This is an optimization exercise on Yosys and OpenROAD, whose aim is small area, a short achievable clock period and few clock cycles per item, not a production implementation.
RTL that was checked went through simulation tests only; none was proved equivalent to the original.
No activity file was given, so power comes from the tool's default toggle rates.

Setup of before:
## alpha_compositor
module alpha_compositor
(
	input logic clk,
	input logic reset,
	input logic src_valid,
	output logic src_ready,
	input blend_pkg::pixel_addr_t src_addr,
	input blend_pkg::channel_t src_r,
	input blend_pkg::channel_t src_g,
	input blend_pkg::channel_t src_b,
	input blend_pkg::channel_t src_a,
	input logic src_last,
	output logic wb_cyc,
	output logic wb_stb,
	output logic wb_we,
	output blend_pkg::pixel_addr_t wb_adr,
	output blend_pkg::rgb_t wb_dat_w,
	input blend_pkg::rgb_t wb_dat_r,
	input logic wb_ack,
	output logic frame_done
);
==> module alpha_compositor, before the edit <==
module alpha_compositor
(
	input logic clk,
	input logic reset,
	input logic src_valid,
	output logic src_ready,
	input blend_pkg::pixel_addr_t src_addr,
	input blend_pkg::channel_t src_r,
	input blend_pkg::channel_t src_g,
	input blend_pkg::channel_t src_b,
	input blend_pkg::channel_t src_a,
	input logic src_last,
	output logic wb_cyc,
	output logic wb_stb,
	output logic wb_we,
	output blend_pkg::pixel_addr_t wb_adr,
	output blend_pkg::rgb_t wb_dat_w,
	input blend_pkg::rgb_t wb_dat_r,
	input logic wb_ack,
	output logic frame_done
);
	logic busy;
	logic wlast;        
	logic bv;
	logic [23:0] b_s;
	logic [7:0] b_a;
	logic [23:0] b_d;
	logic [11:0] b_addr;
	logic b_last;
	logic [2:0] k1;     
	logic s1v;
	logic [15:0] s1n0;
	logic [15:0] s1n1;
	logic rdy;          
	logic hz;           
	logic rd_ack;
	logic wr_ack;
	logic free;
	logic wb_free;
	logic pv;
	logic pr;
	logic po;
	logic b_done;
	logic issue_r;
	logic issue_w;
	logic load_b;
	logic s1_take;
	logic s1_load;
	logic [7:0] ch_s;
	logic [7:0] ch_d;
	logic [15:0] ch_n0;
	logic [15:0] ch_n1;
	logic [7:0] ch_q;
	assign wb_cyc = busy;
	assign wb_stb = busy;
	assign src_ready = rdy;
	assign rd_ack = busy && !wb_we && wb_ack;
	assign wr_ack = busy && wb_we && wb_ack;
	assign free = !busy || wr_ack;
	assign wb_free = !(busy && wb_we) || wb_ack;
	assign pv = src_valid && !rdy;
	assign pr = pv && (src_a != 8'hff);
	assign po = pv && (src_a == 8'hff);
	assign b_done = bv && (k1 == 3'd0);
	assign issue_r = free && pr;
	assign issue_w = (rd_ack && bv) || (free && !pr && b_done);
	assign load_b = (rd_ack && !hz) || (free && po && (!bv || issue_w));
	assign s1_take = s1v && wb_free;
	assign s1_load = (k1 != 3'd0) && (!s1v || s1_take);
	assign ch_s = b_s[23:16];
	assign ch_d = b_d[23:16];
	alpha_blend_sum sum_u (.s(ch_s), .d(ch_d), .a(b_a), .n0(ch_n0), .n1(ch_n1));
	alpha_blend_div div_u (.n0(s1n0), .n1(s1n1), .q(ch_q));
	always_ff @(posedge clk)
	begin
		if (!reset)
		begin
			busy <= 1'b0;
			bv <= 1'b0;
			k1 <= 3'd0;
			s1v <= 1'b0;
			rdy <= 1'b0;
			hz <= 1'b0;
			frame_done <= 1'b0;
		end
		else
		begin
			frame_done <= wr_ack && wlast;
			rdy <= load_b;
			hz <= bv && (src_addr == b_addr);
			if (issue_r || issue_w)
				busy <= 1'b1;
			else if (wb_ack)
				busy <= 1'b0;
			if (load_b)
				bv <= 1'b1;
			else if (issue_w)
				bv <= 1'b0;
			if (load_b)
				k1 <= 3'b001;
			else if (s1_load)
				k1 <= {k1[1:0], 1'b0};
			if (s1_load)
				s1v <= 1'b1;
			else if (s1_take)
				s1v <= 1'b0;
		end
	end
	always_ff @(posedge clk)
	begin
		if (issue_r)
		begin
			wb_we <= 1'b0;
			wb_adr <= src_addr;
		end
		else if (issue_w)
		begin
			wb_we <= 1'b1;
			wb_adr <= b_addr;
			wlast <= b_last;
		end
		if (rd_ack)
			b_d <= wb_dat_r;
		else if (s1_load)
			b_d[23:8] <= b_d[15:0];
		if (k1 == 3'd0)
		begin
			b_s <= {src_r, src_g, src_b};
			b_a <= src_a;
		end
		else if (s1_load)
			b_s[23:8] <= b_s[15:0];
		if (load_b)
		begin
			b_addr <= src_addr;
			b_last <= src_last;
		end
		if (s1_load)
		begin
			s1n0 <= ch_n0;
			s1n1 <= ch_n1;
		end
		if (s1_take && k1[1])
			wb_dat_w[23:16] <= ch_q;
		if (s1_take && k1[2])
			wb_dat_w[15:8] <= ch_q;
		if (s1_take && k1 == 3'd0)
			wb_dat_w[7:0] <= ch_q;
	end
endmodule
clock: 8.0 ns
lec_check: 0
cap_margin: 20
core_margin: 2
core_utilization: 40
cts_buf_list: sky130_fd_sc_hd__clkbuf_4 sky130_fd_sc_hd__clkbuf_8
setup_slack_margin: 5
slew_margin: 20
tns_end_percent: 0
standard.sh (not shown) runs the stock make flow with config.mk's settings and CLKGATE_MAP_FILE= SYNTH_SCRIPT=/design/flow/synth_recipe.tcl, a recipe that flattens the netlist after the stock synthesis.
==> flow/flow/run.sh <==
#!/bin/bash
# Standard layout, with the port buffers the standard flow's flow inserts made from
# the smallest plain buffer; repair still resizes any that timing needs.
set -euo pipefail
export BUFFER_PORTS_ARGS="-buffer_cell sky130_fd_sc_hd__buf_1"
bash standard.sh > standard_flow.log 2>&1
The following lists how after was set up differently from before:
--- a/flow/design.v
+++ b/flow/design.v
@@ -356,12 +356,10 @@
 	logic rd_ack;
 	logic wr_ack;
 	logic free;
 	logic wb_free;
 	logic pv;
-	logic pr;
-	logic po;
 	logic b_done;
 	logic issue_r;
 	logic issue_w;
 	logic load_b;
 	logic s1_take;
@@ -377,16 +375,14 @@
 	assign rd_ack = busy && !wb_we && wb_ack;
 	assign wr_ack = busy && wb_we && wb_ack;
 	assign free = !busy || wr_ack;
 	assign wb_free = !(busy && wb_we) || wb_ack;
 	assign pv = src_valid && !rdy;
-	assign pr = pv && (src_a != 8'hff);
-	assign po = pv && (src_a == 8'hff);
 	assign b_done = bv && (k1 == 3'd0);
-	assign issue_r = free && pr;
-	assign issue_w = (rd_ack && bv) || (free && !pr && b_done);
-	assign load_b = (rd_ack && !hz) || (free && po && (!bv || issue_w));
+	assign issue_r = free && pv;
+	assign issue_w = (rd_ack && bv) || (free && !pv && b_done);
+	assign load_b = rd_ack && !hz;
 	assign s1_take = s1v && wb_free;
 	assign s1_load = (k1 != 3'd0) && (!s1v || s1_take);
 	assign ch_s = b_s[23:16];
 	assign ch_d = b_d[23:16];
 	alpha_blend_sum sum_u (.s(ch_s), .d(ch_d), .a(b_a), .n0(ch_n0), .n1(ch_n1));
@@ -441,22 +437,19 @@
 		end
 		if (rd_ack)
 			b_d <= wb_dat_r;
 		else if (s1_load)
 			b_d[23:8] <= b_d[15:0];
-		if (k1 == 3'd0)
+		if (load_b)
 		begin
 			b_s <= {src_r, src_g, src_b};
 			b_a <= src_a;
-		end
-		else if (s1_load)
-			b_s[23:8] <= b_s[15:0];
-		if (load_b)
-		begin
 			b_addr <= src_addr;
 			b_last <= src_last;
 		end
+		else if (s1_load)
+			b_s[23:8] <= b_s[15:0];
 		if (s1_load)
 		begin
 			s1n0 <= ch_n0;
 			s1n1 <= ch_n1;
 		end
Notes after the runs:
after: PASS, flow complete, no timing, DRC or antenna violations. before went all the way through the flow, and no timing, DRC or antenna check failed. Per the comparison of after with before, area of the die down about 3.5%; clock network fraction of design power increased by 2.0 points relative to the old numbers. Total power of after falls short of that of before by more than 10%. In the reports for after and before, the larger final critical delay including setup and external delays belongs to before. after vs before: static power due to leakage down in after. Max proportion of power drawn by flip-flops and latches across after and before: after. after — critical path depth 1 lower, before as reference. For count of multi-input combinational gates, dividing the value from after by the value from before gives 0.847. Compared with before, after shows a portion of the clock cycle consumed by the worst path in the final layout that is 0.31 points lower. Cmp after vs before: final critical-path setup slack higher in after. Compared with before, wire length of the first global-routing pass in after decreased by a little under 10%. [compare] base=before new=after: final standard cell count with taps included and fillers excluded went down; area of combinational cells with multiple inputs went down; number of cells traversed by the worst register-to-register path went down.
Testbench counts of after, summed over its fixed seeds: cycles 34,519, pixels 5,905.
Only the layout flow was run in before; the RTL was not checked for function there.

* * *

Another version of the RTL of alpha_compositor (not shown whole).
Size in the first run: about 130 flip-flops, about 7300 µm² of cells after synthesis.
==> module alpha_blend_sum, before the edit <==
module alpha_blend_sum
(
	input logic [7:0] s,
	input logic [7:0] d,
	input logic [7:0] a,
	output logic [15:0] n
);
	always_comb
	begin
		n = '0;
		for (int k = 0; k < 8; k++)
			n = n + (16'(a[k] ? s : d) << k);
	end
endmodule
==> module alpha_blend_div, before the edit <==
module alpha_blend_div
(
	input logic [15:0] n,
	output logic [7:0] q
);
	logic [8:0] t;
	assign t = {1'b0, n[15:8]} + {1'b0, n[7:0]} + 9'd1;
	assign q = n[15:8] + {7'd0, t[8]};
endmodule
==> module alpha_compositor, before the edit <==
module alpha_compositor
(
	input logic clk,
	input logic reset,
	input logic src_valid,
	output logic src_ready,
	input blend_pkg::pixel_addr_t src_addr,
	input blend_pkg::channel_t src_r,
	input blend_pkg::channel_t src_g,
	input blend_pkg::channel_t src_b,
	input blend_pkg::channel_t src_a,
	input logic src_last,
	output logic wb_cyc,
	output logic wb_stb,
	output logic wb_we,
	output blend_pkg::pixel_addr_t wb_adr,
	output blend_pkg::rgb_t wb_dat_w,
	input blend_pkg::rgb_t wb_dat_r,
	input logic wb_ack,
	output logic frame_done
);
	logic busy;
	logic wlast;        
	logic bv;
	logic [23:0] b_s;
	logic [7:0] b_a;
	logic [23:0] b_d;
	logic [11:0] b_addr;
	logic b_last;
	logic [1:0] k1;     
	logic s1v;
	logic [1:0] s1c;
	logic [15:0] s1n;
	logic rdy;          
	logic hz;           
	logic rd_ack;
	logic wr_ack;
	logic free;
	logic wb_free;
	logic pv;
	logic pr;
	logic po;
	logic b_done;
	logic issue_r;
	logic issue_w;
	logic load_b;
	logic s1_take;
	logic s1_load;
	logic [7:0] ch_s;
	logic [7:0] ch_d;
	logic [15:0] ch_n;
	logic [7:0] ch_q;
	assign wb_cyc = busy;
	assign wb_stb = busy;
	assign src_ready = rdy;
	assign rd_ack = busy && !wb_we && wb_ack;
	assign wr_ack = busy && wb_we && wb_ack;
	assign free = !busy || wr_ack;
	assign wb_free = !(busy && wb_we) || wb_ack;
	assign pv = src_valid && !rdy;
	assign pr = pv && (src_a != 8'hff);
	assign po = pv && (src_a == 8'hff);
	assign b_done = bv && (k1 == 2'd3);
	assign issue_r = free && pr;
	assign issue_w = (rd_ack && bv) || (free && !pr && b_done);
	assign load_b = (rd_ack && !hz) || (free && po && (!bv || issue_w));
	assign s1_take = s1v && wb_free;
	assign s1_load = bv && (k1 != 2'd3) && (!s1v || s1_take);
	always_comb
	begin
		case (k1)
			2'd0: begin ch_s = b_s[23:16]; ch_d = b_d[23:16]; end
			2'd1: begin ch_s = b_s[15:8]; ch_d = b_d[15:8]; end
			default: begin ch_s = b_s[7:0]; ch_d = b_d[7:0]; end
		endcase
	end
	alpha_blend_sum sum_u (.s(ch_s), .d(ch_d), .a(b_a), .n(ch_n));
	alpha_blend_div div_u (.n(s1n), .q(ch_q));
	always_ff @(posedge clk)
	begin
		if (!reset)
		begin
			busy <= 1'b0;
			bv <= 1'b0;
			k1 <= 2'd3;
			s1v <= 1'b0;
			rdy <= 1'b0;
			hz <= 1'b0;
			frame_done <= 1'b0;
		end
		else
		begin
			frame_done <= wr_ack && wlast;
			rdy <= (rd_ack && !hz) || (load_b && !rd_ack);
			hz <= bv && (src_addr == b_addr);
			if (issue_r || issue_w)
				busy <= 1'b1;
			else if (wb_ack)
				busy <= 1'b0;
			if (load_b)
			begin
				bv <= 1'b1;
				k1 <= 2'd0;
			end
			else
			begin
				if (issue_w)
					bv <= 1'b0;
				if (s1_load)
					k1 <= k1 + 2'd1;
			end
			if (s1_load)
				s1v <= 1'b1;
			else if (s1_take)
				s1v <= 1'b0;
		end
	end
	always_ff @(posedge clk)
	begin
		if (issue_r)
		begin
			wb_we <= 1'b0;
			wb_adr <= src_addr;
		end
		else if (issue_w)
		begin
			wb_we <= 1'b1;
			wb_adr <= b_addr;
			wlast <= b_last;
		end
		if (rd_ack)
			b_d <= wb_dat_r;
		if (load_b)
		begin
			b_s <= {src_r, src_g, src_b};
			b_a <= src_a;
			b_addr <= src_addr;
			b_last <= src_last;
		end
		if (s1_load)
		begin
			s1n <= ch_n;
			s1c <= k1;
		end
		if (s1_take)
		begin
			case (s1c)
				2'd0: wb_dat_w[23:16] <= ch_q;
				2'd1: wb_dat_w[15:8] <= ch_q;
				default: wb_dat_w[7:0] <= ch_q;
			endcase
		end
	end
endmodule
Settings: LEC_CHECK=0, CAP_MARGIN=20, CORE_MARGIN=2, CORE_UTILIZATION=40, SLEW_MARGIN=20; clock period 8.0 ns.
run.sh (not shown) runs the stock make flow with config.mk's settings and CLKGATE_MAP_FILE= SYNTH_SCRIPT=/design/flow/synth_recipe.tcl, a recipe that flattens the netlist after the stock synthesis.
Stock flow here: none of the scripts above is used.
Edit:
--- a/flow/design.v
+++ b/flow/design.v
@@ -21,26 +21,48 @@
 		logic last;          
 	} res_entry_t;
 endpackage
+module alpha_blend_csa
+(
+	input logic [15:0] x,
+	input logic [15:0] y,
+	input logic [15:0] z,
+	output logic [15:0] s,
+	output logic [15:0] c
+);
+	assign s = x ^ y ^ z;
+	assign c = {((x & y) | (x & z) | (y & z)), 1'b0};
+endmodule
 module alpha_blend_sum
 (
 	input logic [7:0] s,
 	input logic [7:0] d,
 	input logic [7:0] a,
-	output logic [15:0] n
-);
+	output logic [15:0] n0,
+	output logic [15:0] n1
+);
+	logic [15:0] r [8];
+	logic [15:0] l1s0, l1c0, l1s1, l1c1;
+	logic [15:0] l2s0, l2c0, l2s1, l2c1;
+	logic [15:0] l3s, l3c;
 	always_comb
-	begin
-		n = '0;
 		for (int k = 0; k < 8; k++)
-			n = n + (16'(a[k] ? s : d) << k);
-	end
+			r[k] = 16'(a[k] ? s : d) << k;
+	alpha_blend_csa c10 (.x(r[0]), .y(r[1]), .z(r[2]), .s(l1s0), .c(l1c0));
+	alpha_blend_csa c11 (.x(r[3]), .y(r[4]), .z(r[5]), .s(l1s1), .c(l1c1));
+	alpha_blend_csa c20 (.x(l1s0), .y(l1c0), .z(l1s1), .s(l2s0), .c(l2c0));
+	alpha_blend_csa c21 (.x(l1c1), .y(r[6]), .z(r[7]), .s(l2s1), .c(l2c1));
+	alpha_blend_csa c30 (.x(l2s0), .y(l2c0), .z(l2s1), .s(l3s), .c(l3c));
+	alpha_blend_csa c40 (.x(l3s), .y(l3c), .z(l2c1), .s(n0), .c(n1));
 endmodule
 module alpha_blend_div
 (
-	input logic [15:0] n,
+	input logic [15:0] n0,
+	input logic [15:0] n1,
 	output logic [7:0] q
 );
+	logic [15:0] n;
 	logic [8:0] t;
+	assign n = n0 + n1;
 	assign t = {1'b0, n[15:8]} + {1'b0, n[7:0]} + 9'd1;
 	assign q = n[15:8] + {7'd0, t[8]};
 endmodule
@@ -76,7 +98,8 @@
 	logic [1:0] k1;     
 	logic s1v;
 	logic [1:0] s1c;
-	logic [15:0] s1n;
+	logic [15:0] s1n0;
+	logic [15:0] s1n1;
 	logic rdy;          
 	logic hz;           
 	logic rd_ack;
@@ -94,7 +117,8 @@
 	logic s1_load;
 	logic [7:0] ch_s;
 	logic [7:0] ch_d;
-	logic [15:0] ch_n;
+	logic [15:0] ch_n0;
+	logic [15:0] ch_n1;
 	logic [7:0] ch_q;
 	assign wb_cyc = busy;
 	assign wb_stb = busy;
@@ -120,8 +144,8 @@
 			default: begin ch_s = b_s[7:0]; ch_d = b_d[7:0]; end
 		endcase
 	end
-	alpha_blend_sum sum_u (.s(ch_s), .d(ch_d), .a(b_a), .n(ch_n));
-	alpha_blend_div div_u (.n(s1n), .q(ch_q));
+	alpha_blend_sum sum_u (.s(ch_s), .d(ch_d), .a(b_a), .n0(ch_n0), .n1(ch_n1));
+	alpha_blend_div div_u (.n0(s1n0), .n1(s1n1), .q(ch_q));
 	always_ff @(posedge clk)
 	begin
 		if (!reset)
@@ -185,7 +209,8 @@
 		end
 		if (s1_load)
 		begin
-			s1n <= ch_n;
+			s1n0 <= ch_n0;
+			s1n1 <= ch_n1;
 			s1c <= k1;
 		end
 		if (s1_take)
Result: The new run completed with no timing, DRC or antenna violations. Count of clock-buffer cells in the layout is unchanged. Wire length drops by 8.6%. Cell area went up by 1.6%. Final cell count goes up by 0.85%. Via count shrinks by 2.4%. Global-route usage drops by 1.6 points. First-iteration DRC count falls by 59%.
No run of this note included a check of the RTL's function; only the layout flow was run.

## separate check: timing with driven ports
In the flow no input, the clock included, has a driving cell. The finished layouts below were timed again as built, in two steps. Step 1 sets driving cells, clkbuf_16 on the clock port and buf_2 on the other inputs (assumed; they add their load-dependent delay and slew). Step 2 times the ports against the registers' clock, not the clock port: input delays grow and output delays shrink by t, the midpoint of the rising clock arrivals with the driver on. Slacks: ideal ports / drivers / drivers and shift; pairs: ideal ports / drivers.
run | shift t [ns] | slack for setup (ns) | worst setup path after step 2
before | 0.490 | 4.861 / 4.861 / 4.496 | input to register
after | 0.482 | 4.886 / 4.886 / 4.547 | input to register
the first run of note 2 | 0.452 | 0.627 / 0.627 / 0.627 | register to register
the second run of note 2 | 0.460 | 3.258 / 3.258 / 3.258 | register to register
After both steps setup and hold are still met in every run listed. The setup slack of before, which loses most, moves by 0.000 ns with the drivers and by -0.365 ns with both steps.
